This is an optimization exercise on Yosys and OpenROAD, whose aim is small area and a short achievable clock period, not a production implementation.
Function was checked by simulation only, so behaviour that the tests miss may differ from the original.

File: design/flow/config.mk
export PLATFORM = sky130hd
export DESIGN_NAME = md5_core
export DESIGN_NICKNAME = md5_core
export VERILOG_FILES = /design/flow/design.v
export SDC_FILE = /design/flow/constraint.sdc
export NUM_CORES = 4
export LEC_CHECK = 0
export CAP_MARGIN = 20
export CORE_MARGIN = 2
export CORE_UTILIZATION = 40
export SLEW_MARGIN = 20
File: design/flow/constraint.sdc
create_clock -name core_clock -period 11.0 [get_ports {clk}]
set_input_delay 2.2000 -clock core_clock [delete_from_list [all_inputs] [get_ports {clk}]]
set_output_delay 2.2000 -clock core_clock [all_outputs]
set_load 0.01 [all_outputs]
File: design/flow/design.v
`timescale 1ns/1ps
package md5_pkg;
	typedef logic [31:0]  word_t;
	typedef logic [5:0]   step_t;
	typedef logic [3:0]   rstep_t;
	typedef logic [4:0]   shift_t;
	typedef logic [3:0]   widx_t;
	typedef logic [511:0] block_t;
	typedef logic [127:0] digest_t;
	localparam int WORDS_PER_BLOCK = 16;
	localparam int STEPS_PER_ROUND = 16;
	localparam int NUM_ROUNDS      = 4;
	localparam word_t IV_A = 32'h67452301;
	localparam word_t IV_B = 32'hefcdab89;
	localparam word_t IV_C = 32'h98badcfe;
	localparam word_t IV_D = 32'h10325476;
	function automatic word_t t_const(input step_t step);
		case (step)
			6'd0: t_const = 32'hd76aa478;
			6'd1: t_const = 32'he8c7b756;
			6'd2: t_const = 32'h242070db;
			6'd3: t_const = 32'hc1bdceee;
			6'd4: t_const = 32'hf57c0faf;
			6'd5: t_const = 32'h4787c62a;
			6'd6: t_const = 32'ha8304613;
			6'd7: t_const = 32'hfd469501;
			6'd8: t_const = 32'h698098d8;
			6'd9: t_const = 32'h8b44f7af;
			6'd10: t_const = 32'hffff5bb1;
			6'd11: t_const = 32'h895cd7be;
			6'd12: t_const = 32'h6b901122;
			6'd13: t_const = 32'hfd987193;
			6'd14: t_const = 32'ha679438e;
			6'd15: t_const = 32'h49b40821;
			6'd16: t_const = 32'hf61e2562;
			6'd17: t_const = 32'hc040b340;
			6'd18: t_const = 32'h265e5a51;
			6'd19: t_const = 32'he9b6c7aa;
			6'd20: t_const = 32'hd62f105d;
			6'd21: t_const = 32'h02441453;
			6'd22: t_const = 32'hd8a1e681;
			6'd23: t_const = 32'he7d3fbc8;
			6'd24: t_const = 32'h21e1cde6;
			6'd25: t_const = 32'hc33707d6;
			6'd26: t_const = 32'hf4d50d87;
			6'd27: t_const = 32'h455a14ed;
			6'd28: t_const = 32'ha9e3e905;
			6'd29: t_const = 32'hfcefa3f8;
			6'd30: t_const = 32'h676f02d9;
			6'd31: t_const = 32'h8d2a4c8a;
			6'd32: t_const = 32'hfffa3942;
			6'd33: t_const = 32'h8771f681;
			6'd34: t_const = 32'h6d9d6122;
			6'd35: t_const = 32'hfde5380c;
			6'd36: t_const = 32'ha4beea44;
			6'd37: t_const = 32'h4bdecfa9;
			6'd38: t_const = 32'hf6bb4b60;
			6'd39: t_const = 32'hbebfbc70;
			6'd40: t_const = 32'h289b7ec6;
			6'd41: t_const = 32'heaa127fa;
			6'd42: t_const = 32'hd4ef3085;
			6'd43: t_const = 32'h04881d05;
			6'd44: t_const = 32'hd9d4d039;
			6'd45: t_const = 32'he6db99e5;
			6'd46: t_const = 32'h1fa27cf8;
			6'd47: t_const = 32'hc4ac5665;
			6'd48: t_const = 32'hf4292244;
			6'd49: t_const = 32'h432aff97;
			6'd50: t_const = 32'hab9423a7;
			6'd51: t_const = 32'hfc93a039;
			6'd52: t_const = 32'h655b59c3;
			6'd53: t_const = 32'h8f0ccc92;
			6'd54: t_const = 32'hffeff47d;
			6'd55: t_const = 32'h85845dd1;
			6'd56: t_const = 32'h6fa87e4f;
			6'd57: t_const = 32'hfe2ce6e0;
			6'd58: t_const = 32'ha3014314;
			6'd59: t_const = 32'h4e0811a1;
			6'd60: t_const = 32'hf7537e82;
			6'd61: t_const = 32'hbd3af235;
			6'd62: t_const = 32'h2ad7d2bb;
			6'd63: t_const = 32'heb86d391;
			default: t_const = '0;
		endcase
	endfunction
	function automatic shift_t s_const(input step_t step);
		case (step)
			6'd0: s_const = 5'd7;
			6'd1: s_const = 5'd12;
			6'd2: s_const = 5'd17;
			6'd3: s_const = 5'd22;
			6'd4: s_const = 5'd7;
			6'd5: s_const = 5'd12;
			6'd6: s_const = 5'd17;
			6'd7: s_const = 5'd22;
			6'd8: s_const = 5'd7;
			6'd9: s_const = 5'd12;
			6'd10: s_const = 5'd17;
			6'd11: s_const = 5'd22;
			6'd12: s_const = 5'd7;
			6'd13: s_const = 5'd12;
			6'd14: s_const = 5'd17;
			6'd15: s_const = 5'd22;
			6'd16: s_const = 5'd5;
			6'd17: s_const = 5'd9;
			6'd18: s_const = 5'd14;
			6'd19: s_const = 5'd20;
			6'd20: s_const = 5'd5;
			6'd21: s_const = 5'd9;
			6'd22: s_const = 5'd14;
			6'd23: s_const = 5'd20;
			6'd24: s_const = 5'd5;
			6'd25: s_const = 5'd9;
			6'd26: s_const = 5'd14;
			6'd27: s_const = 5'd20;
			6'd28: s_const = 5'd5;
			6'd29: s_const = 5'd9;
			6'd30: s_const = 5'd14;
			6'd31: s_const = 5'd20;
			6'd32: s_const = 5'd4;
			6'd33: s_const = 5'd11;
			6'd34: s_const = 5'd16;
			6'd35: s_const = 5'd23;
			6'd36: s_const = 5'd4;
			6'd37: s_const = 5'd11;
			6'd38: s_const = 5'd16;
			6'd39: s_const = 5'd23;
			6'd40: s_const = 5'd4;
			6'd41: s_const = 5'd11;
			6'd42: s_const = 5'd16;
			6'd43: s_const = 5'd23;
			6'd44: s_const = 5'd4;
			6'd45: s_const = 5'd11;
			6'd46: s_const = 5'd16;
			6'd47: s_const = 5'd23;
			6'd48: s_const = 5'd6;
			6'd49: s_const = 5'd10;
			6'd50: s_const = 5'd15;
			6'd51: s_const = 5'd21;
			6'd52: s_const = 5'd6;
			6'd53: s_const = 5'd10;
			6'd54: s_const = 5'd15;
			6'd55: s_const = 5'd21;
			6'd56: s_const = 5'd6;
			6'd57: s_const = 5'd10;
			6'd58: s_const = 5'd15;
			6'd59: s_const = 5'd21;
			6'd60: s_const = 5'd6;
			6'd61: s_const = 5'd10;
			6'd62: s_const = 5'd15;
			6'd63: s_const = 5'd21;
			default: s_const = '0;
		endcase
	endfunction
	function automatic word_t md5_func(input logic [1:0] rnd, input word_t b,
			input word_t c, input word_t d);
		case (rnd)
			2'd0:    md5_func = (b & c) | (~b & d);
			2'd1:    md5_func = (b & d) | (c & ~d);
			2'd2:    md5_func = b ^ c ^ d;
			default: md5_func = c ^ (b | ~d);
		endcase
	endfunction
	function automatic word_t rot4(input logic [1:0] rnd, input logic [1:0] sel,
			input word_t x);
		word_t r0, r1, r2, r3;
		r0 = (x << s_const({rnd, 4'd0})) | (x >> (6'd32 - {1'b0, s_const({rnd, 4'd0})}));
		r1 = (x << s_const({rnd, 4'd1})) | (x >> (6'd32 - {1'b0, s_const({rnd, 4'd1})}));
		r2 = (x << s_const({rnd, 4'd2})) | (x >> (6'd32 - {1'b0, s_const({rnd, 4'd2})}));
		r3 = (x << s_const({rnd, 4'd3})) | (x >> (6'd32 - {1'b0, s_const({rnd, 4'd3})}));
		case (sel)
			2'd0:    rot4 = r0;
			2'd1:    rot4 = r1;
			2'd2:    rot4 = r2;
			default: rot4 = r3;
		endcase
	endfunction
endpackage
`timescale 1ns/1ps
module md5_block_loader (
	input  logic            clk,
	input  logic            rstb,
	input  logic            word_valid_i,
	input  md5_pkg::word_t  word_i,
	output logic            ld_o,       
	output logic            go_o,       
	output md5_pkg::block_t blk_o,      
	output md5_pkg::word_t  nb_o,       
	output md5_pkg::word_t  b_o,
	output md5_pkg::word_t  c_o,
	output md5_pkg::word_t  d_o
);
	logic            valid_q;
	md5_pkg::word_t  word_q;
	md5_pkg::widx_t  cnt;               
	md5_pkg::word_t  ld_q [0:14];
	md5_pkg::word_t  b_q, c_q, d_q, x_q;
	md5_pkg::word_t  nb;
	logic [1:0]      rsel;
	logic            first;
	always_ff @(posedge clk or negedge rstb) begin
		if (!rstb) begin
			valid_q <= 1'b0;
			cnt     <= '0;
			go_o    <= 1'b0;
		end else begin
			valid_q <= word_valid_i;
			go_o    <= ld_o;
			if (valid_q)
				cnt <= cnt + 1'b1;
		end
	end
	always_ff @(posedge clk)
		word_q <= word_i;
	always_ff @(posedge clk) begin
		if (valid_q) begin
			for (int k = 0; k < 14; k++)
				ld_q[k] <= ld_q[k+1];
			ld_q[14] <= word_q;
		end
	end
	assign ld_o  = valid_q && (cnt == 4'd15);
	assign first = (cnt == 4'd0);
	assign rsel = go_o ? 2'd3 : 2'(cnt - 1'b1);
	assign nb   = b_q + md5_pkg::rot4(2'd0, rsel,
		md5_pkg::md5_func(2'd0, b_q, c_q, d_q) + x_q);
	always_ff @(posedge clk) begin
		if (valid_q) begin
			if (first) begin
				b_q <= md5_pkg::IV_B;
				c_q <= md5_pkg::IV_C;
				d_q <= md5_pkg::IV_D;
			end else begin
				b_q <= nb;
				c_q <= b_q;
				d_q <= c_q;
			end
			x_q <= (first ? md5_pkg::IV_A : d_q) + word_q +
				md5_pkg::t_const({2'd0, cnt});
		end
	end
	for (genvar w = 0; w < 15; w++) begin : g_blk
		assign blk_o[32*w +: 32] = ld_q[w];
	end
	assign blk_o[511:480] = word_q;
	assign nb_o = nb;
	assign b_o  = b_q;
	assign c_o  = c_q;
	assign d_o  = d_q;
endmodule
`timescale 1ns/1ps
module md5_round #(
	parameter int ROUND_IDX = 1
) (
	input  logic            clk,
	input  logic            rstb,
	input  logic            ld_i,       
	input  logic            go_i,       
	input  md5_pkg::block_t blk_i,
	input  md5_pkg::word_t  nb_i,
	input  md5_pkg::word_t  b_i,
	input  md5_pkg::word_t  c_i,
	input  md5_pkg::word_t  d_i,
	output logic            ld_o,
	output logic            go_o,
	output md5_pkg::block_t blk_o,
	output md5_pkg::word_t  nb_o,
	output md5_pkg::word_t  b_o,
	output md5_pkg::word_t  c_o,
	output md5_pkg::word_t  d_o
);
	localparam int ROT      = (ROUND_IDX == 1) ? 5 : (ROUND_IDX == 2) ? 3 : 7;
	localparam int LOAD_SRC = (ROUND_IDX == 1) ? 1 : (ROUND_IDX == 2) ? 9 : 14;
	logic            active;
	md5_pkg::widx_t  cnt;
	md5_pkg::word_t  ring_q [0:15];
	md5_pkg::word_t  b_q, c_q, d_q, x_q;
	md5_pkg::word_t  nb, badd;
	logic [1:0]      rsel;
	always_ff @(posedge clk or negedge rstb) begin
		if (!rstb) begin
			active <= 1'b0;
			go_o   <= 1'b0;
		end else begin
			go_o <= ld_o;
			if (ld_i)
				active <= 1'b1;
			else if (cnt == 4'd15)
				active <= 1'b0;
		end
	end
	always_ff @(posedge clk)
		cnt <= ld_i ? 4'd0 : cnt + 1'b1;
	assign ld_o = active && (cnt == 4'd15);
	always_ff @(posedge clk) begin
		for (int q = 0; q < 16; q++) begin
			if (ld_i)
				ring_q[q] <= blk_i[32*((q + LOAD_SRC) % 16) +: 32];
			else
				ring_q[q] <= ring_q[(q + ROT) % 16];
		end
	end
	assign rsel = 2'(cnt - 1'b1);
	generate
		if (ROUND_IDX == 3) begin : g_iv
			assign badd = go_o ? b_q + md5_pkg::IV_B : b_q;
		end else begin : g_noiv
			assign badd = b_q;
		end
	endgenerate
	assign nb = badd + md5_pkg::rot4(2'(ROUND_IDX), rsel,
		md5_pkg::md5_func(2'(ROUND_IDX), b_q, c_q, d_q) + x_q);
	always_ff @(posedge clk) begin
		if (go_i) begin
			b_q <= nb_i;
			c_q <= b_i;
			d_q <= c_i;
		end else begin
			b_q <= nb;
			c_q <= b_q;
			d_q <= c_q;
		end
		x_q <= (go_i ? d_i : d_q) + ring_q[0] +
			md5_pkg::t_const(md5_pkg::step_t'(ROUND_IDX * 16) + md5_pkg::step_t'(cnt));
	end
	for (genvar q = 0; q < 16; q++) begin : g_blk
		assign blk_o[32*q +: 32] = ring_q[q];
	end
	assign nb_o = nb;
	assign b_o  = b_q;
	assign c_o  = c_q;
	assign d_o  = d_q;
endmodule
`timescale 1ns/1ps
module md5_digest_adder (
	input  logic              clk,
	input  logic              rstb,
	input  logic              go_i,       
	input  md5_pkg::word_t    nb_i,
	input  md5_pkg::word_t    b_i,
	input  md5_pkg::word_t    c_i,
	input  md5_pkg::word_t    d_i,
	output logic              digest_valid_o,
	output md5_pkg::digest_t  digest_o
);
	logic             valid_q;
	md5_pkg::digest_t digest_q;
	always_ff @(posedge clk or negedge rstb) begin
		if (!rstb)
			valid_q <= 1'b0;
		else
			valid_q <= go_i;
	end
	always_ff @(posedge clk)
		digest_q <= {d_i + md5_pkg::IV_A, nb_i, b_i + md5_pkg::IV_C,
			c_i + md5_pkg::IV_D};
	assign digest_valid_o = valid_q;
	assign digest_o       = digest_q;
endmodule
`timescale 1ns/1ps
module md5_core (
	input  logic              clk,
	input  logic              rstb,
	input  logic              word_valid_i,
	input  md5_pkg::word_t    word_i,
	output logic              digest_valid_o,
	output md5_pkg::digest_t  digest_o
);
	logic            link_ld  [0:md5_pkg::NUM_ROUNDS-1];
	logic            link_go  [0:md5_pkg::NUM_ROUNDS-1];
	md5_pkg::block_t link_blk [0:md5_pkg::NUM_ROUNDS-1];
	md5_pkg::word_t  link_nb  [0:md5_pkg::NUM_ROUNDS-1];
	md5_pkg::word_t  link_b   [0:md5_pkg::NUM_ROUNDS-1];
	md5_pkg::word_t  link_c   [0:md5_pkg::NUM_ROUNDS-1];
	md5_pkg::word_t  link_d   [0:md5_pkg::NUM_ROUNDS-1];
	md5_block_loader u_loader (
		.clk          (clk),
		.rstb         (rstb),
		.word_valid_i (word_valid_i),
		.word_i       (word_i),
		.ld_o         (link_ld[0]),
		.go_o         (link_go[0]),
		.blk_o        (link_blk[0]),
		.nb_o         (link_nb[0]),
		.b_o          (link_b[0]),
		.c_o          (link_c[0]),
		.d_o          (link_d[0])
	);
	for (genvar n = 1; n < md5_pkg::NUM_ROUNDS; n++) begin : g_round
		md5_round #(
			.ROUND_IDX (n)
		) u_round (
			.clk   (clk),
			.rstb  (rstb),
			.ld_i  (link_ld[n-1]),
			.go_i  (link_go[n-1]),
			.blk_i (link_blk[n-1]),
			.nb_i  (link_nb[n-1]),
			.b_i   (link_b[n-1]),
			.c_i   (link_c[n-1]),
			.d_i   (link_d[n-1]),
			.ld_o  (link_ld[n]),
			.go_o  (link_go[n]),
			.blk_o (link_blk[n]),
			.nb_o  (link_nb[n]),
			.b_o   (link_b[n]),
			.c_o   (link_c[n]),
			.d_o   (link_d[n])
		);
	end
	md5_digest_adder u_adder (
		.clk            (clk),
		.rstb           (rstb),
		.go_i           (link_go[md5_pkg::NUM_ROUNDS-1]),
		.nb_i           (link_nb[md5_pkg::NUM_ROUNDS-1]),
		.b_i            (link_b[md5_pkg::NUM_ROUNDS-1]),
		.c_i            (link_c[md5_pkg::NUM_ROUNDS-1]),
		.d_i            (link_d[md5_pkg::NUM_ROUNDS-1]),
		.digest_valid_o (digest_valid_o),
		.digest_o       (digest_o)
	);
endmodule
File: design/flow/run.sh
#!/bin/bash
# synth_recipe.tcl (not shown) runs the flow's synth.tcl, then flattens the netlist and writes it again
# the make line also repeats each setting of config.mk as NAME=value (left out here)
make -C /OpenROAD-flow-scripts/flow DESIGN_CONFIG=/design/flow/config.mk WORK_HOME=/design/flow/orfs CLKGATE_MAP_FILE= SYNTH_SCRIPT=/design/flow/synth_recipe.tcl finish
==> flow_summary_export.csv, run 1 <==
group,metric,value,unit
sta,hold_viol_final,0,
logic_synthesis,synth_compound_area_frac,0.09063,
sta,fin_crit,7278,ps
drt,drc,0,
clock_tree,cts_setup_buffers,0,
placement,place_inst,16069,
clock_tree,cts_hold_buf,0,
clock_tree,clk_pin_slew,60,ps
sta,max_clock_freq,137.4,MHz
finish,drive_above_1_share,0.07888,
grt,grt.total_usage,0.2358,
logic_synthesis,yosysTopAreaCell,"dfxtp_1",
drt,first_pass_iters,9,
setup_path,cp-end-kind,"flip-flop",
placement,hpwl,263400,microns
drt,vias,85774,
setup_path,cp.required,11720,ps
logic_synthesis,synth_fp_nets,13194,
clock_tree,cts_resized,0,
clock_tree,cts_max_path_buffers,4,
floorplan,start_util,0.4014,
setup_path,cp_num_buf_inv,0,
logic_synthesis,synth.most_common_cell,"nand2_1",
run,cap_viol_max_count,0,
sta,fin_crit_sh,0.6617,
min_path,hold_class,"flip-flop to flip-flop",
sta,finalSetupViolCount,0,
clock_tree,htree_levels,5,
floorplan,die_w,541.1,microns
floorplan,die_h,541.1,microns
outcome,status,"finished clean",
logic_synthesis,async_flop_share,0.004792,
logic_synthesis,synth_top_family_by_area,"simple AND/OR/NAND/NOR gates",
sta,slew_headroom,0.2005,
clock_tree,clock_sinks,2713,
floorplan,io_pins,164,
drt,wl,353400,microns
logic_synthesis,yosys.area_share.adder,0.06980,
setup_path,start_kind,"flip-flop",
setup_path,critical-path-top-delay-family,"compound AO/OA/AOI/OAI gates",
setup_path,critical_path_class,"flip-flop to flip-flop",
setup_path,critPathMaxFanout,6,
logic_synthesis,yosysUniqueCellTypes,102,
floorplan,core-area,0.2874,sq mm
drt,vias_per_cell,5.159,
placement,portBuffers,163,
logic_synthesis,synth_commonest_cells,"nand2_1 (4901), dfxtp_1 (2092), edfxtp_1 (608)",
placement,finalWeightedCongestion,0.9903,
logic_synthesis,yosys-top-cells-area,"dfxtp_1 (36%), nand2_1 (16%), edfxtp_1 (16%), ha_1 (4.6%), mux2_2 (3.7%)",
setup_path,worstPathArrival,8000,ps
sta,setup_tns,0,ps
logic_synthesis,yosys.area.top_type_share,0.3630,
sta,hold-worst-slack,396.3,ps
sta,worst_slew_pin_slew,1187,ps
sta,drv_slew,0,
clock_tree,cts_root_buffer,"clkbuf_16",
logic_synthesis,synthCells,12597,
clock_tree,cts_tree,"done",
clock_tree,cts_buffers,294,
logic_synthesis,seq_area_frac_synth,0.5241,
floorplan,die_area,0.2927,sq mm
setup_path,reg2reg_setup_slack,3720,ps
logic_synthesis,avgSynthCellArea,9.159,sq um
setup_path,slowest_delay,600,ps
logic_synthesis,synth_edf_count,608,
grt,grt_pass1_wl,523900,microns
sta,fin_skew,54.40,ps
finish,area_growth_syn_to_layout,12.79,%
finish,nNetsFinal,13181,
setup_path,crit_slowest_cell,"xnor2_1",
grt,antenna_found_initial,24,
drt,ant_nets,0,
grt,grt_pass1_vias,81621,
logic_synthesis,synthMuxAreaShare,0.04298,
logic_synthesis,synth-xor-area-share,0.04221,
sta,rsz0062_at_grt,"false",
finish,fin_util,0.4528,
clock_tree,clk_latency,900,ps
drt,drt_iter0_markers,8515,
finish,layoutNonFillerInstCount,16627,
grt,grt_start_max_net_pins,175,
setup_path,worst_path_most_repeated_cell,"o21ai_1",
grt,gr-total-overflow,0,
logic_synthesis,yosys.area_share.simple,0.2016,
drt,drt-wirelength-per-cell,21.26,microns
logic_synthesis,ys_seq_elements,2713,
logic_synthesis,synth_area,0.1154,sq mm
floorplan,rows,197,
logic_synthesis,yosysWarningCount,17,
logic_synthesis,ys.flop_type,"dfxtp_1",
[logic make-up (layout without fill, tap and decap cells)]
| group | count (synthesis) | after routing |
|---|---|---|
| AND/OR/NAND/NOR | 5844 | 5844 |
| flip-flops | 2713 | 2713 |
| AO/OA/AOI/OAI | 1593 | 1593 |
| buffers and inverters | 882 | 1114 |
| adder cells (fa/ha/maj) | 562 | 562 |
| XOR/XNOR | 556 | 556 |
| multiplexers | 447 | 447 |
| other | 0 | 17 |
[tightest hold or removal path: stages (launching register included)]
cell,delay (ps)
dfxtp_1,300
nand2_1,40
nand2_1,50
[metrics by stage]
stage                     cell area, sq um  setup WS, ps
after global placement              120500          3945
final                               130100          3722
after detailed placement            120500          3893
after floorplan                     115400          2217
after CTS                           130100          3863
after global routing                130100          3265
[sequential cells by signal, summed over array words and instances, names as in the netlist]
signal and cells:
g_round.u_round.ring_q 1536, u_loader.ld_q 480, u_adder.digest_q 128, g_round.u_round.b_q 96, g_round.u_round.c_q 96, g_round.u_round.d_q 96, g_round.u_round.x_q 96, u_loader.b_q 32
u_loader.c_q 32, u_loader.d_q 32, u_loader.word_q 32, u_loader.x_q 32, g_round.u_round.cnt 12, u_loader.cnt 4, g_round.u_round.active 3, g_round.u_round.go_o 3
u_adder.valid_q 1, u_loader.go_o 1, u_loader.valid_q 1
[area by class of cell]
cell class | count | area [sq um]
flip-flops and latches | 2713 | 60480
clock inverters | 111 | 1181
clock buffers | 430 | 8449
inverters | 307 | 1175
diodes | 17 | 42.54
fillers | 27837 | 157300
well taps | 3781 | 4731
multi-input cells | 9002 | 51610
repair buffers | 266 | 2455
[metal layers]
layer / share of wire / global-route usage
met3: 0.066 / 0.03539
met4: 0.047 / 0.1006
met1: 0.46 / 0.3325
met2: 0.43 / 0.3586
met5: 0.00011 / 0
[layout by cell type (no fill, tap or decap), types with 88 or more instances in the layout]
cell type and count:
o21ai_0 306, nand2_1 4900, clkbuf_16 303, inv_1 297, ha_1 423, a21o_1 176, buf_4 99, mux2_2 383
fa_1 136, clkdlybuf4s50_1 163, dfxtp_1 2090, nor2_1 375, nand2b_1 114, clkbuf_1 88, xor2_1 143, edfxtp_1 608
a221oi_1 89, xnor2_1 413, a21oi_1 472
[path summary, 6_finish.rpt]
path,start,to,cells after the start
setup / recovery,g_round[1].u_round.d_q[2]$_DFF_P_,g_round[1].u_round.b_q[28]$_DFF_P_,25
hold / removal,g_round[3].u_round.ring_q[3][2]$_DFF_P_,g_round[3].u_round.ring_q[12][2]$_DFF_P_,2
setup reg to reg,g_round[1].u_round.d_q[2]$_DFF_P_,g_round[1].u_round.b_q[28]$_DFF_P_,25
hold reg to reg,g_round[3].u_round.ring_q[3][2]$_DFF_P_,g_round[3].u_round.ring_q[12][2]$_DFF_P_,2
max in group asynchronous,rstb,g_round[2].u_round.go_o$_DFF_PN0_,2
min in group asynchronous,rstb,u_loader.go_o$_DFF_PN0_,2
==> run 2: changes to the inputs <==
--- a/design/flow/design.v
+++ b/design/flow/design.v
@@ -196,21 +196,26 @@
 	md5_pkg::word_t  ld_q [0:14];
 	md5_pkg::word_t  b_q, c_q, d_q, x_q;
 	md5_pkg::word_t  nb;
-	logic [1:0]      rsel;
-	logic            first;
+	logic [1:0]      rsel;              
+	logic            first;             
 	always_ff @(posedge clk or negedge rstb) begin
 		if (!rstb) begin
 			valid_q <= 1'b0;
 			cnt     <= '0;
+			first   <= 1'b1;
 			go_o    <= 1'b0;
 		end else begin
 			valid_q <= word_valid_i;
 			go_o    <= ld_o;
-			if (valid_q)
-				cnt <= cnt + 1'b1;
+			if (valid_q) begin
+				cnt   <= cnt + 1'b1;
+				first <= (cnt == 4'd15);
+			end
 		end
 	end
 	always_ff @(posedge clk)
+		rsel <= ld_o ? 2'd3 : (valid_q ? cnt[1:0] : cnt[1:0] - 1'b1);
+	always_ff @(posedge clk)
 		word_q <= word_i;
 	always_ff @(posedge clk) begin
 		if (valid_q) begin
@@ -220,8 +225,6 @@
 		end
 	end
 	assign ld_o  = valid_q && (cnt == 4'd15);
-	assign first = (cnt == 4'd0);
-	assign rsel = go_o ? 2'd3 : 2'(cnt - 1'b1);
 	assign nb   = b_q + md5_pkg::rot4(2'd0, rsel,
 		md5_pkg::md5_func(2'd0, b_q, c_q, d_q) + x_q);
 	always_ff @(posedge clk) begin
@@ -289,8 +292,10 @@
 				active <= 1'b0;
 		end
 	end
-	always_ff @(posedge clk)
-		cnt <= ld_i ? 4'd0 : cnt + 1'b1;
+	always_ff @(posedge clk) begin
+		cnt  <= ld_i ? 4'd0 : cnt + 1'b1;
+		rsel <= ld_i ? 2'd3 : cnt[1:0];
+	end
 	assign ld_o = active && (cnt == 4'd15);
 	always_ff @(posedge clk) begin
 		for (int q = 0; q < 16; q++) begin
@@ -300,7 +305,6 @@
 				ring_q[q] <= ring_q[(q + ROT) % 16];
 		end
 	end
-	assign rsel = 2'(cnt - 1'b1);
 	generate
 		if (ROUND_IDX == 3) begin : g_iv
 			assign badd = go_o ? b_q + md5_pkg::IV_B : b_q;
==> design/flow/flow/run.sh (new file) <==
#!/bin/bash
# The standard layout, except that synthesis leaves the adders to ABC
# instead of mapping them onto the library's full- and half-adder cells
# (ADDER_MAP_FILE empty). Registers come out exactly as in the standard
# synthesis; only the combinational mapping differs. Timing repair
# aims 7 ns below the period, so it keeps working past zero slack.
set -euo pipefail
bash standard.sh ADDER_MAP_FILE= SETUP_SLACK_MARGIN=7 finish > make_standard.log 2>&1
==> design/flow/standard.sh (new file) <==
#!/bin/bash
# synth_recipe.tcl (not shown) runs the flow's synth.tcl, then flattens the netlist and writes it again
# the make line also repeats each setting of config.mk as NAME=value (left out here)
make -C /OpenROAD-flow-scripts/flow DESIGN_CONFIG=/design/flow/config.mk WORK_HOME=/design/flow/orfs CLKGATE_MAP_FILE= SYNTH_SCRIPT=/design/flow/synth_recipe.tcl "${@:-finish}"
--- a/design/flow/config.mk
+++ b/design/flow/config.mk
@@ -5,6 +5,7 @@
 export SDC_FILE = /design/flow/constraint.sdc
 export NUM_CORES = 4
 export LEC_CHECK = 0
+export ABC_AREA = 1
 export CAP_MARGIN = 20
 export CORE_MARGIN = 2
 export CORE_UTILIZATION = 40
removed: design/flow/run.sh
==> run 2 against run 1 <==
Effect of this change: critical endpoint is now g_round[2].u_round.b_q[22]$_DFF_P_; highest routed layer unchanged; first-iteration DRC count is 37% higher; setup slack better by 3300 ps; wire length is 42% higher; utilization is 3.0 points higher; still clean on timing, DRC and antenna; synthesized area is 7.8% higher; register-to-register slack better by 3300 ps.
==> flow_summary_export.csv, run 2 <==
group,metric,value,unit
sta,setup_tns,0,ps
clock_tree,cts_max_path_buffers,4,
clock_tree,cts_buffers,297,
setup_path,cp-end-kind,"flip-flop",
drt,ant_nets,0,
floorplan,io_pins,164,
clock_tree,cts_tree,"done",
logic_synthesis,yosys.area.top_type_share,0.3381,
drt,drt_iter0_markers,11658,
finish,nNetsFinal,17989,
setup_path,r2r_cells,22,
drt,drt-wirelength-per-cell,22.44,microns
sta,drv_slew,0,
drt,drc,0,
setup_path,cp_num_buf_inv,3,
clock_tree,clock_sinks,2722,
logic_synthesis,async_flop_share,0.005143,
logic_synthesis,yosysTopAreaCell,"dfxtp_1",
floorplan,die_area,0.3154,sq mm
logic_synthesis,yosys-top-cells-area,"dfxtp_1 (34%), nand2_1 (25%), edfxtp_1 (15%), inv_1 (4.9%), nand3_1 (3.9%)",
grt,grt.total_usage,0.3065,
placement,hpwl,387800,microns
clock_tree,cts_root_buffer,"clkbuf_16",
clock_tree,clk_pin_slew,60,ps
setup_path,critical-path-top-delay-family,"simple AND/OR/NAND/NOR gates",
logic_synthesis,ys_seq_elements,2722,
setup_path,critical_path_class,"flip-flop to flip-flop",
setup_path,cp.required,11790,ps
logic_synthesis,yosysUniqueCellTypes,70,
floorplan,die_h,561.6,microns
setup_path,worstPathArrival,4750,ps
sta,fin_crit,3962,ps
clock_tree,htree_levels,5,
setup_path,slowest_delay,340,ps
finish,drive_above_1_share,0.1455,
setup_path,cp_num_cells,22,
grt,antenna_found_initial,54,
finish,multi_input_area,0.06137,sq mm
setup_path,path_cells,"inv_1 > nand2_1 > nand3_2 > nand2_1 > nand2_1 > nor2_1 > nor2_2 > nand2_4 > nand2_1 > nand3_1 > nand3_1 > o21ai_0 > inv_1 > nand4_1 > nand2_4 > o21ai_1 > a21oi_2 > nand2_1 > inv_1 > nand4_1 > nand3_2 > nand2_2",
drt,vias_per_cell,5.136,
sta,finalSetupViolCount,0,
drt,vias,114745,
min_path,hold_class,"flip-flop to flip-flop",
logic_synthesis,synth_edf_count,608,
sta,fin_crit_sh,0.3601,
floorplan,die_w,561.6,microns
floorplan,start_util,0.4023,
logic_synthesis,avgSynthCellArea,7.020,sq um
sta,max_clock_freq,252.4,MHz
drt,wl,501500,microns
finish,fin_util,0.4825,
floorplan,rows,204,
sta,slew_headroom,0.1607,
logic_synthesis,ys.flop_type,"dfxtp_1",
grt,grt_pass1_wl,713900,microns
clock_tree,cts_hold_buf,0,
placement,finalWeightedCongestion,1.041,
sta,hold_viol_final,0,
finish,reg_top3,"g_round.u_round.ring_q x1536, u_loader.ld_q x480, u_adder.digest_q x128",
finish,final_common_cell,"nand2_1",
run,cap_viol_max_count,0,
finish,layout_common_cells,"nand2_1 (7945), dfxtp_1 (1896), inv_1 (1554)",
finish,largest_register,"g_round.u_round.ring_q",
floorplan,core-area,0.3091,sq mm
setup_path,crit_slowest_cell,"inv_1",
logic_synthesis,seq_area_frac_synth,0.4877,
logic_synthesis,yosysWarningCount,17,
sta,rsz0062_at_grt,"true",
grt,grt_pass1_vias,106345,
finish,fillCellCount,31256,
logic_synthesis,synth_commonest_cells,"nand2_1 (8420), dfxtp_1 (2100), inv_1 (1635)",
min_path,hold_depth,2,
sta,fin_skew,57.49,ps
sta,worst_slew_pin_slew,1248,ps
finish,fin_area,0.1492,sq mm
finish,largest_reg_flops,1536,
setup_path,critPathMaxFanout,4,
setup_path,start_kind,"flip-flop",
placement,portBuffers,163,
outcome,status,"finished clean",
logic_synthesis,synth_area,0.1244,sq mm
drt,first_pass_iters,6,
logic_synthesis,synth.most_common_cell,"nand2_1",
setup_path,worst_path_most_repeated_cell,"nand2_1",
logic_synthesis,synth_fp_nets,17750,
finish,layout.area.seq,0.06113,sq mm
sta,hold-worst-slack,376.1,ps
logic_synthesis,synthCells,17715,
grt,gr-total-overflow,0,
clock_tree,clk_latency,940,ps
grt,grt_start_max_net_pins,197,
placement,place_area,0.1299,sq mm
finish,area_growth_syn_to_layout,19.94,%
## run 2: cell types whose count changed after synthesis, moves of 136 or more
| cell | previous run | this run |
|---|---|---|
| mux2_2 | 383 | 0 |
| xor2_1 | 143 | 304 |
| o21ai_0 | 306 | 909 |
| fa_1 | 136 | 0 |
| inv_1 | 299 | 1635 |
| a21o_1 | 176 | 36 |
| nand3_1 | 80 | 961 |
| nand2_1 | 4901 | 8420 |
| a21oi_1 | 472 | 277 |
| xnor2_1 | 413 | 104 |
| ha_1 | 426 | 0 |
| nor2_1 | 375 | 875 |
## run 2: per-stage QoR
stage | std cells | setup WS [ps]
floorplan | 17715 | 5159
finish | 22343 | 7038
detailed placement | 21558 | 5949
CTS | 22187 | 6882
global route | 22329 | 6834
global placement | 21558 | 5899
## run 2: final cells by class
type,count,area share
clock inverter,129,0.01212
sequential,2722,0.4099
timing repair buffer,455,0.02882
multi-input combinational,12740,0.4114
timing repair inverter,1,0.00005033
clock buffer,424,0.05824
inverter,1737,0.04463
antenna,15,0.0002517
tap,4120,0.03456
## run 2: logic make-up (layout without fill, tap and decap cells)
| kind of cell | after synthesis | in the layout | share of synthesized area |
|---|---|---|---|
| simple gates | 10785 | 10785 | 0.3472 |
| flops | 2722 | 2722 | 0.4877 |
| buf+inv | 2253 | 2746 | 0.06880 |
| compound gates | 1535 | 1535 | 0.06623 |
| xor+xnor | 416 | 416 | 0.02978 |
| fa+ha+maj | 3 | 3 | 0.0002415 |
| mux | 1 | 1 | 0.00008049 |
| other cells | 0 | 15 | 0 |
## run 2: tightest hold or removal path: stages (launching register included)
cell     delay [ps]
dfxtp_1         300
nand2_1          40
nand2_1          50
## run 2: metal layers
layer  wire length (microns)  vias up  part of all wire  global-route usage
met4                   31610       22             0.063              0.1584
met3                   34080     1089             0.068             0.04155
met5                     161        -           0.00032                   0
li1                        -    55645                 -                   -
met2                  217400     4193              0.43              0.4784
met1                  218200    53796              0.44              0.4136
## run 2: timing repair
| action | in CTS | in global routing |
|---|---|---|
| buffers inserted | 71 | 137 |
| pin swaps | 28 | 244 |
| gates cloned | 5 | 3 |
| resized for setup | 694 | 1466 |
| setup endpoints to repair | 654 | 407 |
## run 2: worst paths after layout
path,slack (ps),start,endpoint
max,7040,g_round[2].u_round.d_q[2]$_DFF_P_,g_round[2].u_round.b_q[22]$_DFF_P_
min,380,g_round[3].u_round.ring_q[15][23]$_DFF_P_,g_round[3].u_round.ring_q[8][23]$_DFF_P_
max reg2reg,7040,g_round[2].u_round.d_q[2]$_DFF_P_,g_round[2].u_round.b_q[22]$_DFF_P_
min reg2reg,380,g_round[3].u_round.ring_q[15][23]$_DFF_P_,g_round[3].u_round.ring_q[8][23]$_DFF_P_
max in group asynchronous,8890,rstb,u_loader.go_o$_DFF_PN0_
min in group asynchronous,1680,rstb,u_loader.valid_q$_DFF_PN0_
==> run 3: changes to the inputs <==
--- a/design/flow/config.mk
+++ b/design/flow/config.mk
@@ -9,4 +9,7 @@
 export CAP_MARGIN = 20
 export CORE_MARGIN = 2
 export CORE_UTILIZATION = 40
+export CTS_CLUSTER_DIAMETER = 120
+export CTS_CLUSTER_SIZE = 24
 export SLEW_MARGIN = 20
+export TNS_END_PERCENT = 0
==> run 3 against run 2 <==
Effect of this change: still clean; clock skew about the same; register-to-register slack worse by 230 ps; first-iteration DRC count down 5.2%; final cell count down 1.8%; wire length down 2.5%; utilization down 3.3 points; worst hold slack better by 29 ps; final area down 6.9%; largest cell class is now sequential cells.
==> flow_summary_export.csv, run 3 <==
group,metric,value,unit
logic_synthesis,synth_edf_count,608,
grt,antenna_found_initial,53,
sta,finalSetupViolCount,0,
finish,largest_register,"g_round.u_round.ring_q",
floorplan,rows,204,
logic_synthesis,seq_area_frac_synth,0.4877,
placement,post-place-ws,5962,ps
finish,layout.area.seq,0.06100,sq mm
sta,fin_ws,6812,ps
sta,hold_viol_final,0,
clock_tree,clock_sinks,2722,
finish,nNetsFinal,17736,
sta,slew_headroom,0.2805,
grt,grt.total_usage,0.2999,
logic_synthesis,yosys-top-cells-area,"dfxtp_1 (34%), nand2_1 (25%), edfxtp_1 (15%), inv_1 (4.9%), nand3_1 (3.9%)",
floorplan,die_h,561.6,microns
setup_path,crit_slowest_cell,"nor2_1",
floorplan,io_pins,164,
setup_path,r2r_cells,20,
setup_path,worstPathArrival,4950,ps
logic_synthesis,synth.most_common_cell,"nand2_1",
drt,drt-wirelength-per-cell,22.29,microns
finish,fin_area,0.1389,sq mm
setup_path,r2r-start,"g_round[2].u_round.rsel[1]$_SDFF_PP1_",
drt,vias_per_cell,5.131,
min_path,hold_class,"flip-flop to flip-flop",
floorplan,die_area,0.3154,sq mm
sta,fin_crit,4188,ps
logic_synthesis,synthCells,17715,
logic_synthesis,synthMuxAreaShare,0.00008049,
placement,portBuffers,163,
drt,ant_nets,0,
logic_synthesis,synth_area,0.1244,sq mm
logic_synthesis,ys_seq_elements,2722,
sta,setup_tns,0,ps
sta,worst_slew_pin_slew,1073,ps
clock_tree,htree_levels,4,
grt,gr-total-overflow,0,
logic_synthesis,synth_commonest_cells,"nand2_1 (8420), dfxtp_1 (2100), inv_1 (1635)",
setup_path,critPathMaxFanout,15,
logic_synthesis,synth_compound_area_frac,0.06623,
setup_path,critical_path_class,"flip-flop to flip-flop",
finish,fillCellCount,32219,
logic_synthesis,yosysTopAreaCell,"dfxtp_1",
drt,first_pass_iters,9,
grt,grt_pass1_wl,699800,microns
clock_tree,cts_tree,"done",
logic_synthesis,synth_fp_nets,17750,
sta,fin_skew,57.60,ps
logic_synthesis,synth-xor-area-share,0.02978,
logic_synthesis,yosys.area_share.simple,0.3472,
logic_synthesis,async_flop_share,0.005143,
setup_path,worstReg2RegEnd,"g_round[2].u_round.b_q[25]$_DFF_P_",
sta,fin_crit_sh,0.3807,
setup_path,worst_path_most_repeated_cell,"nand2_1",
logic_synthesis,synth_top_family_by_area,"simple AND/OR/NAND/NOR gates",
floorplan,start_util,0.4023,
grt,grt_start_max_net_pins,204,
logic_synthesis,yosysWarningCount,17,
setup_path,cp.required,11760,ps
finish,layout_common_cells,"nand2_1 (8217), dfxtp_1 (1938), inv_1 (1590)",
finish,area_growth_syn_to_layout,11.68,%
logic_synthesis,yosysUniqueCellTypes,70,
min_path,hold_depth,2,
finish,fin_util,0.4493,
clock_tree,clk_latency,900,ps
outcome,status,"finished clean",
logic_synthesis,yosys.area_share.adder,0.0002415,
clock_tree,cts_buffers,142,
placement,finalWeightedCongestion,1.055,
setup_path,cp-end-kind,"flip-flop",
clock_tree,cts_max_path_buffers,4,
run,cap_viol_max_count,0,
sta,max_clock_freq,238.8,MHz
setup_path,start_kind,"flip-flop",
logic_synthesis,yosys.area.top_type_share,0.3381,
setup_path,slowest_delay,600,ps
sta,drv_slew,0,
min_path,hp-start,"g_round[3].u_round.ring_q[1][11]$_DFF_P_",
placement,hpwl,386000,microns
clock_tree,clk_pin_slew,100,ps
finish,multi_input_area,0.05830,sq mm
floorplan,core-area,0.3091,sq mm
clock_tree,cts_hold_buf,0,
drt,vias,112526,
sta,rsz0062_at_grt,"true",
logic_synthesis,avgSynthCellArea,7.020,sq um
min_path,hold_end,"g_round[3].u_round.ring_q[10][11]$_DFF_P_",
drt,wl,488900,microns
setup_path,path_cells,"buf_4 > inv_1 > nor2_1 > buf_4 > inv_1 > o22ai_1 > nand3b_1 > nand2_1 > nand2_2 > nand2_1 > nor2_2 > inv_1 > nor2_1 > nand2_1 > nor2_1 > nand2_1 > nand2_1 > nand2_1 > nand3_2 > nand2_1",
finish,drive_above_1_share,0.08920,
floorplan,die_w,561.6,microns
logic_synthesis,ys.flop_type,"dfxtp_1",
finish,reg_top3,"g_round.u_round.ring_q x1536, u_loader.ld_q x480, u_adder.digest_q x128",
grt,grt_pass1_vias,103777,
drt,drc,0,
finish,largest_reg_flops,1536,
finish,final_common_cell,"nand2_1",
drt,drt_iter0_markers,11056,
setup_path,reg2reg_setup_slack,6810,ps
clock_tree,cts_root_buffer,"clkbuf_16",
placement,place_area,0.1299,sq mm
-- run 3: cell count changes in the layout (fill, tap and decap cells not counted), sizes merged, moves of 5 or more --
cell and delta:
clkbuf -209, buf -93, clkdlybuf4s50 +79, dlygate4sd2 -77, clkinv -65, bufinv -26, diode -7, clkinvlp -6
inv -5
-- run 3: what timing repair did --
action | 4_1_cts | 5_1_grt
resized for setup | 326 | 806
endpoints found under the setup margin | 843 | 781
buffers inserted | 33 | 77
cloned | 4 | 2
pin swaps | 4 | 66
-- run 3: layer usage --
metal / track usage / share of wire / up-vias
met3: 0.03589 / 0.068 / 909
li1: - / - / 54900
met4: 0.1482 / 0.059 / 16
met1: 0.4110 / 0.44 / 52649
met5: 0 / 0.00023 / -
met2: 0.4673 / 0.43 / 4052
-- run 3: worst max-delay path, delay by kind of cell (launching register included) --
kind                   cells  cell delay (ps)
AOI/OAI and AO/OA          1              170
and+or+nand+nor           14             2370
buffers and inverters      5             1210
DFF                        1              320
-- run 3: how the worst max path moves through the flow --
stage                                               start                                       end  slack (ps)  cells past startpoint
floorplan                      u_loader.valid_q$_DFF_PN0_  g_round[1].u_round.ring_q[11][9]$_DFF_P_        5160                      7
global placement                  u_loader.go_o$_DFF_PN0_        g_round[1].u_round.x_q[31]$_DFF_P_        5990                     17
detailed placement                u_loader.go_o$_DFF_PN0_        g_round[1].u_round.x_q[29]$_DFF_P_        5960                     18
CTS                    g_round[1].u_round.c_q[18]$_DFF_P_         g_round[2].u_round.b_q[8]$_DFF_P_        6790                     21
global route            g_round[1].u_round.c_q[5]$_DFF_P_        g_round[1].u_round.b_q[29]$_DFF_P_        6740                     27
finish              g_round[2].u_round.rsel[1]$_SDFF_PP1_        g_round[2].u_round.b_q[25]$_DFF_P_        6810                     20
-- run 3: cells by family after synthesis --
kind of cell / after synthesis
AO/OA/AOI/OAI: 1535
XOR/XNOR: 416
adder cells (fa/ha/maj): 3
buffers and inverters: 2253
flip-flops: 2722
multiplexers: 1
AND/OR/NAND/NOR: 10785
-- run 3: metrics by stage --
| step | instances | hold slack, ps |
|---|---|---|
| after floorplan | 17715 | 347.8 |
| after global placement | 21561 | 405.0 |
| after detailed placement | 21561 | 407.4 |
| after CTS | 21844 | 406.7 |
| after global routing | 21926 | 422.8 |
| final | 21931 | 405.5 |
-- run 3: cell type report --
cell class	instances	share of cell area
inverters	1737	0.04769
clock buffers	219	0.02820
repair inverters	1	0.00003604
well taps	4120	0.03712
flip-flops and latches	2722	0.4392
clock inverters	27	0.003027
repair buffers	357	0.02479
diodes	8	0.0001441
multi-input cells	12740	0.4198
==> run 4: changes to the inputs <==
==> design/flow/flow/run.sh (replaced) <==
#!/bin/bash
# The standard layout, with three changes to how it is made:
# - synthesis leaves the adders to ABC instead of mapping them onto the
#   library's full- and half-adder cells (ADDER_MAP_FILE empty); registers
#   come out exactly as in the standard synthesis;
# - timing repair aims 7.3 ns below the period, so it keeps working past
#   zero slack;
# - every port still gets its own buffer, a buf_4.
set -euo pipefail
bash standard.sh ADDER_MAP_FILE= SETUP_SLACK_MARGIN=7.3 \
	"BUFFER_PORTS_ARGS=-buffer_cell sky130_fd_sc_hd__buf_4" finish > make_standard.log 2>&1
==> run 4 against run 3 <==
Effect of this change: die area is the same; still clean; clock-buffer cell count grew 1; worst hold slack lost 15 ps; final area grew 3.1%; wire length shrank 0.33%; synthesized area is the same; global-route usage shrank 0.25 points; utilization grew 1.4 points; final cell count grew 0.59%; sequential share of layout area shrank 1.2 points.
==> flow_summary_export.csv, run 4 <==
group,metric,value,unit
logic_synthesis,yosysTopAreaCell,"dfxtp_1",
logic_synthesis,yosys.area.top_type_share,0.3381,
setup_path,critical_path_class,"flip-flop to flip-flop",
min_path,hold_depth,2,
finish,nNetsFinal,17855,
drt,vias,113824,
setup_path,r2r_cells,23,
setup_path,start_kind,"flip-flop",
logic_synthesis,ys.flop_type,"dfxtp_1",
grt,antenna_found_initial,48,
sta,setup_tns,0,ps
clock_tree,cts_buffers,142,
logic_synthesis,synthCells,17715,
logic_synthesis,yosysWarningCount,17,
sta,finalSetupViolCount,0,
placement,place_area,0.1295,sq mm
outcome,status,"finished clean",
drt,first_pass_iters,6,
floorplan,start_util,0.4023,
floorplan,die_w,561.6,microns
floorplan,core-area,0.3091,sq mm
floorplan,die_area,0.3154,sq mm
finish,area_growth_syn_to_layout,15.19,%
setup_path,cp.required,11640,ps
sta,hold_viol_final,0,
grt,grt_pass1_wl,693800,microns
finish,fillCellCount,31737,
logic_synthesis,synth_commonest_cells,"nand2_1 (8420), dfxtp_1 (2100), inv_1 (1635)",
setup_path,cp-end-kind,"flip-flop",
floorplan,die_h,561.6,microns
finish,largest_register,"g_round.u_round.ring_q",
clock_tree,clk_latency,910,ps
grt,grt_pass1_vias,104070,
setup_path,cp_num_buf_inv,4,
logic_synthesis,yosysUniqueCellTypes,70,
clock_tree,htree_levels,4,
logic_synthesis,async_flop_share,0.005143,
sta,slew_headroom,0.2192,
setup_path,critPathMaxFanout,4,
logic_synthesis,ys_seq_elements,2722,
sta,rsz0062_at_grt,"true",
sta,fin_crit_sh,0.3562,
setup_path,path_cells,"o21ai_2 > nand2_2 > nand2_4 > nor2_4 > buf_4 > a21oi_4 > o21ai_4 > buf_6 > nand3_4 > nand4_1 > nand3_1 > nand4_1 > nor2_2 > inv_1 > nand2_4 > nor2_4 > nand2_1 > nand2_2 > a21oi_2 > nand2_4 > buf_12 > xor2_4 > nor2_1",
clock_tree,cts_tree,"done",
sta,fin_crit,3919,ps
clock_tree,clock_sinks,2722,
clock_tree,cts_max_path_buffers,4,
drt,vias_per_cell,5.160,
finish,final_common_cell,"nand2_1",
min_path,hold_end,"g_round[3].u_round.ring_q[1][16]$_DFF_P_",
finish,reg_top3,"g_round.u_round.ring_q x1536, u_loader.ld_q x480, u_adder.digest_q x128",
logic_synthesis,seq_area_frac_synth,0.4877,
logic_synthesis,synth_edf_count,608,
min_path,hp-start,"g_round[3].u_round.ring_q[8][16]$_DFF_P_",
finish,drive_above_1_share,0.1461,
logic_synthesis,synth_area,0.1244,sq mm
logic_synthesis,synth_fp_nets,17750,
logic_synthesis,synth.most_common_cell,"nand2_1",
setup_path,reg2reg_setup_slack,7080,ps
sta,fin_skew,72.67,ps
run,cap_viol_max_count,0,
setup_path,worst_path_most_repeated_cell,"nand2_4",
min_path,hold_class,"flip-flop to flip-flop",
floorplan,io_pins,164,
sta,max_clock_freq,255.2,MHz
finish,layout_common_cells,"nand2_1 (7904), dfxtp_1 (1893), inv_1 (1540)",
sta,drv_slew,0,
grt,grt.total_usage,0.2974,
drt,drt_iter0_markers,11428,
clock_tree,clk_pin_slew,100,ps
placement,hpwl,379800,microns
sta,worst_slew_pin_slew,1171,ps
setup_path,worstPathArrival,4560,ps
finish,largest_reg_flops,1536,
setup_path,critical-path-top-delay-family,"simple AND/OR/NAND/NOR gates",
floorplan,rows,204,
placement,portBuffers,163,
drt,ant_nets,0,
grt,gr-total-overflow,0,
setup_path,slowest_delay,530,ps
setup_path,crit_slowest_cell,"edfxtp_1",
finish,fin_area,0.1432,sq mm
setup_path,r2r-start,"u_loader.b_q[5]$_SDFFCE_PP0P_",
drt,drt-wirelength-per-cell,22.09,microns
drt,wl,487300,microns
placement,finalWeightedCongestion,1.077,
clock_tree,cts_root_buffer,"clkbuf_16",
drt,drc,0,
setup_path,worstReg2RegEnd,"u_loader.b_q[14]$_SDFFCE_PP0P_",
logic_synthesis,avgSynthCellArea,7.020,sq um
logic_synthesis,yosys-top-cells-area,"dfxtp_1 (34%), nand2_1 (25%), edfxtp_1 (15%), inv_1 (4.9%), nand3_1 (3.9%)",
grt,grt_start_max_net_pins,187,
[run 4: cell families (layout without fill, tap and decap cells)]
| logic type | count (synthesis) | count (layout) | synth area share |
|---|---|---|---|
| AOI/OAI and AO/OA | 1535 | 1535 | 0.06623 |
| xor gates and xnor gates | 416 | 416 | 0.02978 |
| adders and majority gates | 3 | 3 | 0.0002415 |
| buffers and inverters | 2253 | 2464 | 0.06880 |
| DFF | 2722 | 2722 | 0.4877 |
| muxes | 1 | 1 | 0.00008049 |
| other | 0 | 14 | 0 |
| and+or+nand+nor | 10785 | 10785 | 0.3472 |
[run 4: layout make-up]
type,count,area [sq um],share of cell area
diodes,14,35.03,0.0002446
clock buffers,220,3950,0.02758
clock inverters,30,436.7,0.003048
inverters,1737,6661,0.04650
multi-input cells,12740,61830,0.4316
flip-flops and latches,2722,61180,0.4271
well taps,4120,5155,0.03599
repair buffers,475,3985,0.02782
repair inverters,2,15.01,0.0001048
[run 4: layer usage]
layer	vias up	wire length [microns]	GRT usage
met3	1064	38420	0.04694
met1	53216	210500	0.4032
li1	55196	-	-
met2	4328	206400	0.4533
met4	20	31840	0.1622
met5	-	139	0
[run 4: worst max-delay path by stage]
stage / start / endpoint / slack [ps] / cells past startpoint
after global placement: g_round[2].u_round.b_q[4]$_DFF_P_ / g_round[2].u_round.b_q[18]$_DFF_P_ / 6080 / 29
after detailed placement: g_round[3].u_round.b_q[15]$_DFF_P_ / g_round[3].u_round.b_q[14]$_DFF_P_ / 6170 / 22
after CTS: u_loader.b_q[11]$_SDFFCE_PP1P_ / u_loader.b_q[19]$_SDFFCE_PP1P_ / 7160 / 28
final: u_loader.b_q[5]$_SDFFCE_PP0P_ / u_loader.b_q[14]$_SDFFCE_PP0P_ / 7080 / 23
after global routing: u_loader.b_q[6]$_SDFFCE_PP0P_ / u_loader.b_q[19]$_SDFFCE_PP1P_ / 6900 / 25
after floorplan: u_loader.valid_q$_DFF_PN0_ / g_round[1].u_round.ring_q[11][9]$_DFF_P_ / 5160 / 7
[run 4: what timing repair did]
action,in CTS,in global routing
setup buffers,111,124
endpoints found under the setup margin,1019,773
cloned,2,3
hold buffers,0,0
pin swaps,74,296
resized for setup,933,1304
[run 4: metrics by stage]
stage          instances  utilization  setup WS, ps  hold slack, ps
6_report           22060       0.4634          7081           390.9
5_1_grt            22050       0.4633          6899           397.2
4_1_cts            21919       0.4456          7163           382.6
2_1_floorplan      17715            -          5159           347.8
3_5_place_dp       21556       0.4188          6173           389.2
3_3_place_gp       21556       0.4188          6077           368.7
[run 4: worst min-delay path: cells and delay by family (launching register included)]
family	cells	cell delay, ps
flip-flops	1	310
AND/OR/NAND/NOR	2	100
==> run 5: changes to the inputs <==
--- a/design/flow/config.mk
+++ b/design/flow/config.mk
@@ -9,7 +9,7 @@
 export CAP_MARGIN = 20
 export CORE_MARGIN = 2
 export CORE_UTILIZATION = 40
-export CTS_CLUSTER_DIAMETER = 120
-export CTS_CLUSTER_SIZE = 24
+export CTS_CLUSTER_DIAMETER = 100
+export CTS_CLUSTER_SIZE = 20
 export SLEW_MARGIN = 20
 export TNS_END_PERCENT = 0
==> run 5 against run 4 <==
Effect of this change: still clean on timing, DRC and antenna; non-clock buffer count fell by 63; critical path depth up 3; synthesized area did not move; utilization shrank 0.58 points; first-iteration DRC count up 1.2%; fmax decreased by 0.97%; setup slack worse by 38 ps; die area unchanged; critical path type unchanged; highest routed layer unchanged.
==> flow_summary_export.csv, run 5 <==
group,metric,value,unit
sta,hold-worst-slack,387.2,ps
setup_path,reg2reg_setup_slack,7040,ps
grt,grt_pass1_vias,104280,
floorplan,die_w,561.6,microns
drt,drt-wirelength-per-cell,22.02,microns
setup_path,slowest_delay,470,ps
grt,grt_start_max_net_pins,187,
sta,drv_slew,0,
setup_path,worst_path_most_repeated_cell,"nand2_1",
logic_synthesis,seq_area_frac_synth,0.4877,
logic_synthesis,yosys.area.top_type_share,0.3381,
setup_path,critical_path_class,"flip-flop to flip-flop",
floorplan,core-area,0.3091,sq mm
sta,worst_slew_pin_slew,1177,ps
finish,layout_common_cells,"nand2_1 (8055), dfxtp_1 (1919), inv_1 (1576)",
drt,vias_per_cell,5.143,
finish,nNetsFinal,17819,
clock_tree,cts_root_buffer,"clkbuf_16",
logic_synthesis,synth_fp_nets,17750,
setup_path,critPathMaxFanout,4,
clock_tree,clock_sinks,2722,
placement,finalWeightedCongestion,1.077,
setup_path,crit_start,"g_round[1].u_round.c_q[18]$_DFF_P_",
sta,slew_headroom,0.2150,
logic_synthesis,yosysWarningCount,17,
sta,setup_tns,0,ps
logic_synthesis,yosys-top-cells-area,"dfxtp_1 (34%), nand2_1 (25%), edfxtp_1 (15%), inv_1 (4.9%), nand3_1 (3.9%)",
sta,max_clock_freq,252.7,MHz
grt,grt_pass1_wl,694800,microns
clock_tree,cts_max_path_buffers,4,
floorplan,start_util,0.4023,
run,cap_viol_max_count,0,
drt,drc,0,
logic_synthesis,ys.flop_type,"dfxtp_1",
placement,place_inst,21556,
clock_tree,htree_levels,4,
finish,final_common_cell,"nand2_1",
logic_synthesis,synthCells,17715,
outcome,status,"finished clean",
logic_synthesis,synth_commonest_cells,"nand2_1 (8420), dfxtp_1 (2100), inv_1 (1635)",
placement,hpwl,379800,microns
grt,antenna_found_initial,53,
setup_path,cp-end-kind,"flip-flop",
finish,largest_reg_flops,1536,
logic_synthesis,async_flop_share,0.005143,
logic_synthesis,ys_seq_elements,2722,
sta,fin_crit,3957,ps
setup_path,r2r-start,"g_round[1].u_round.c_q[18]$_DFF_P_",
logic_synthesis,synth_area,0.1244,sq mm
logic_synthesis,yosysUniqueCellTypes,70,
logic_synthesis,synth.most_common_cell,"nand2_1",
logic_synthesis,avgSynthCellArea,7.020,sq um
drt,vias,113404,
finish,fillCellCount,31908,
sta,hold_viol_final,0,
grt,grt.total_usage,0.2979,
clock_tree,cts_tree,"done",
logic_synthesis,yosysTopAreaCell,"dfxtp_1",
clock_tree,clk_pin_slew,90,ps
clock_tree,cts_buffers,169,
floorplan,rows,204,
drt,ant_nets,0,
finish,largest_register,"g_round.u_round.ring_q",
setup_path,cp.required,11800,ps
floorplan,die_h,561.6,microns
drt,wl,485600,microns
floorplan,die_area,0.3154,sq mm
drt,first_pass_iters,8,
setup_path,start_kind,"flip-flop",
setup_path,endpoint,"g_round[2].u_round.b_q[18]$_DFF_P_",
finish,reg_top3,"g_round.u_round.ring_q x1536, u_loader.ld_q x480, u_adder.digest_q x128",
setup_path,worstReg2RegEnd,"g_round[2].u_round.b_q[18]$_DFF_P_",
setup_path,r2r_cells,26,
sta,fin_crit_sh,0.3597,
sta,rsz0062_at_grt,"true",
sta,finalSetupViolCount,0,
finish,layoutNonFillerInstCount,22049,
sta,fin_skew,62.20,ps
placement,portBuffers,163,
grt,gr-total-overflow,0,
finish,area_growth_syn_to_layout,13.76,%
floorplan,io_pins,164,
drt,drt_iter0_markers,11560,
setup_path,crit_slowest_cell,"dfxtp_2",
logic_synthesis,synth_edf_count,608,
finish,drive_above_1_share,0.1229,
clock_tree,clk_latency,920,ps
min_path,hold_class,"flip-flop to flip-flop",
setup_path,worstPathArrival,4750,ps
-- run 5: cell counts after synthesis --
No cell type changed its count.
-- run 5: worst min-delay path by stage --
stage | from | endpoint | cells past startpoint
global route | g_round[3].u_round.c_q[0]$_DFF_P_ | u_adder.digest_q[0]$_DFF_P_ | 0
global placement | g_round[3].u_round.c_q[0]$_DFF_P_ | u_adder.digest_q[0]$_DFF_P_ | 0
finish | g_round[3].u_round.ring_q[14][26]$_DFF_P_ | g_round[3].u_round.ring_q[7][26]$_DFF_P_ | 2
floorplan | g_round[3].u_round.c_q[0]$_DFF_P_ | u_adder.digest_q[0]$_DFF_P_ | 0
detailed placement | g_round[3].u_round.c_q[0]$_DFF_P_ | u_adder.digest_q[0]$_DFF_P_ | 0
CTS | g_round[3].u_round.ring_q[14][26]$_DFF_P_ | g_round[3].u_round.ring_q[7][26]$_DFF_P_ | 2
-- run 5: cell families (layout without fill, tap and decap cells) --
group / Yosys count / in the layout / share of synthesized area
AND/OR/NAND/NOR: 10785 / 10785 / 0.3472
flip-flops: 2722 / 2722 / 0.4877
buffers and inverters: 2253 / 2451 / 0.06880
AO/OA/AOI/OAI: 1535 / 1535 / 0.06623
XOR/XNOR: 416 / 416 / 0.02978
adder cells (fa/ha/maj): 3 / 3 / 0.0002415
multiplexers: 1 / 1 / 0.00008049
other: 0 / 16 / 0
-- run 5: layout make-up --
class | instances | area, sq um | area share
Clock buffer | 266 | 4656 | 0.03291
Tap cell | 4120 | 5155 | 0.03644
Multi-Input combinational cell | 12740 | 59930 | 0.4236
Clock inverter | 34 | 506.7 | 0.003582
Sequential cell | 2722 | 61070 | 0.4317
Antenna cell | 16 | 40.04 | 0.0002830
Timing Repair Buffer | 412 | 3450 | 0.02438
Inverter | 1737 | 6640 | 0.04694
Timing Repair inverter | 2 | 12.51 | 0.00008845
-- run 5: per-stage QoR --
stage                       util  setup WS, ps  cell area (sq um)
after floorplan                -          5159             124900
after global placement    0.4188          6077             129500
after detailed placement  0.4188          6173             129500
after CTS                 0.4476          7154             138400
after global routing      0.4576          6860             141400
final                     0.4577          7043             141500
-- run 5: worst max-delay path, delay by kind of cell (launching register included) --
family / cells / cell delay, ps
flops: 1 / 470
simple gates: 23 / 2930
compound gates: 1 / 230
buf+inv: 2 / 200
-- run 5: routing by layer --
metal  track usage  wire length (microns)  part of all wire  vias up
met5             0                    192           0.00040        -
met4        0.1617                  31330             0.065       24
met3       0.04838                  38730             0.080     1063
met2        0.4537                 205300              0.42     4275
met1        0.4035                 210000              0.43    52905
li1              -                      -                 -    55137
-- run 5: repair_timing --
action                                  in CTS  in global routing
endpoints found under the setup margin     992                814
gates resized for setup                    910                742
gates cloned                                 2                  2
hold buffers                                 0                  0
endpoints found under the hold margin        0                  0
pin swaps                                   62                151
buffers inserted                           105                 68

-- re-timing with driven ports --
No port has a modelled driver above. Below, the same layouts with a new extraction and two added sets of constraints.
Step 1 assumes that a clkbuf_16 drives the clock port and a buf_2 every other input.
Step 2, shift: input delay + t, output delay - t, t = (earliest + latest rising clock arrival at the registers) / 2. This alone moves slack from input paths to output paths.
Slacks: ideal ports / drivers / drivers and shift; pairs: ideal ports / drivers.
run	t, ns	setup WS [ns]	latest minus earliest clock arrival (ns)	worst register clock-pin slew, ns	pins driven straight from the clock port
run 1	0.985	3.722 / 3.722 / 3.722	0.068 / 0.068	0.07 / 0.07	1
run 2	1.018	7.038 / 6.937 / 7.038	0.062 / 0.063	0.08 / 0.08	1
run 3	0.978	6.812 / 6.739 / 6.812	0.058 / 0.058	0.12 / 0.12	1
run 4	0.973	7.081 / 7.081 / 7.081	0.074 / 0.074	0.11 / 0.11	1
run 5	0.990	7.043 / 7.043 / 7.043	0.066 / 0.066	0.10 / 0.10	1
After both steps setup and hold are still met in every run listed.
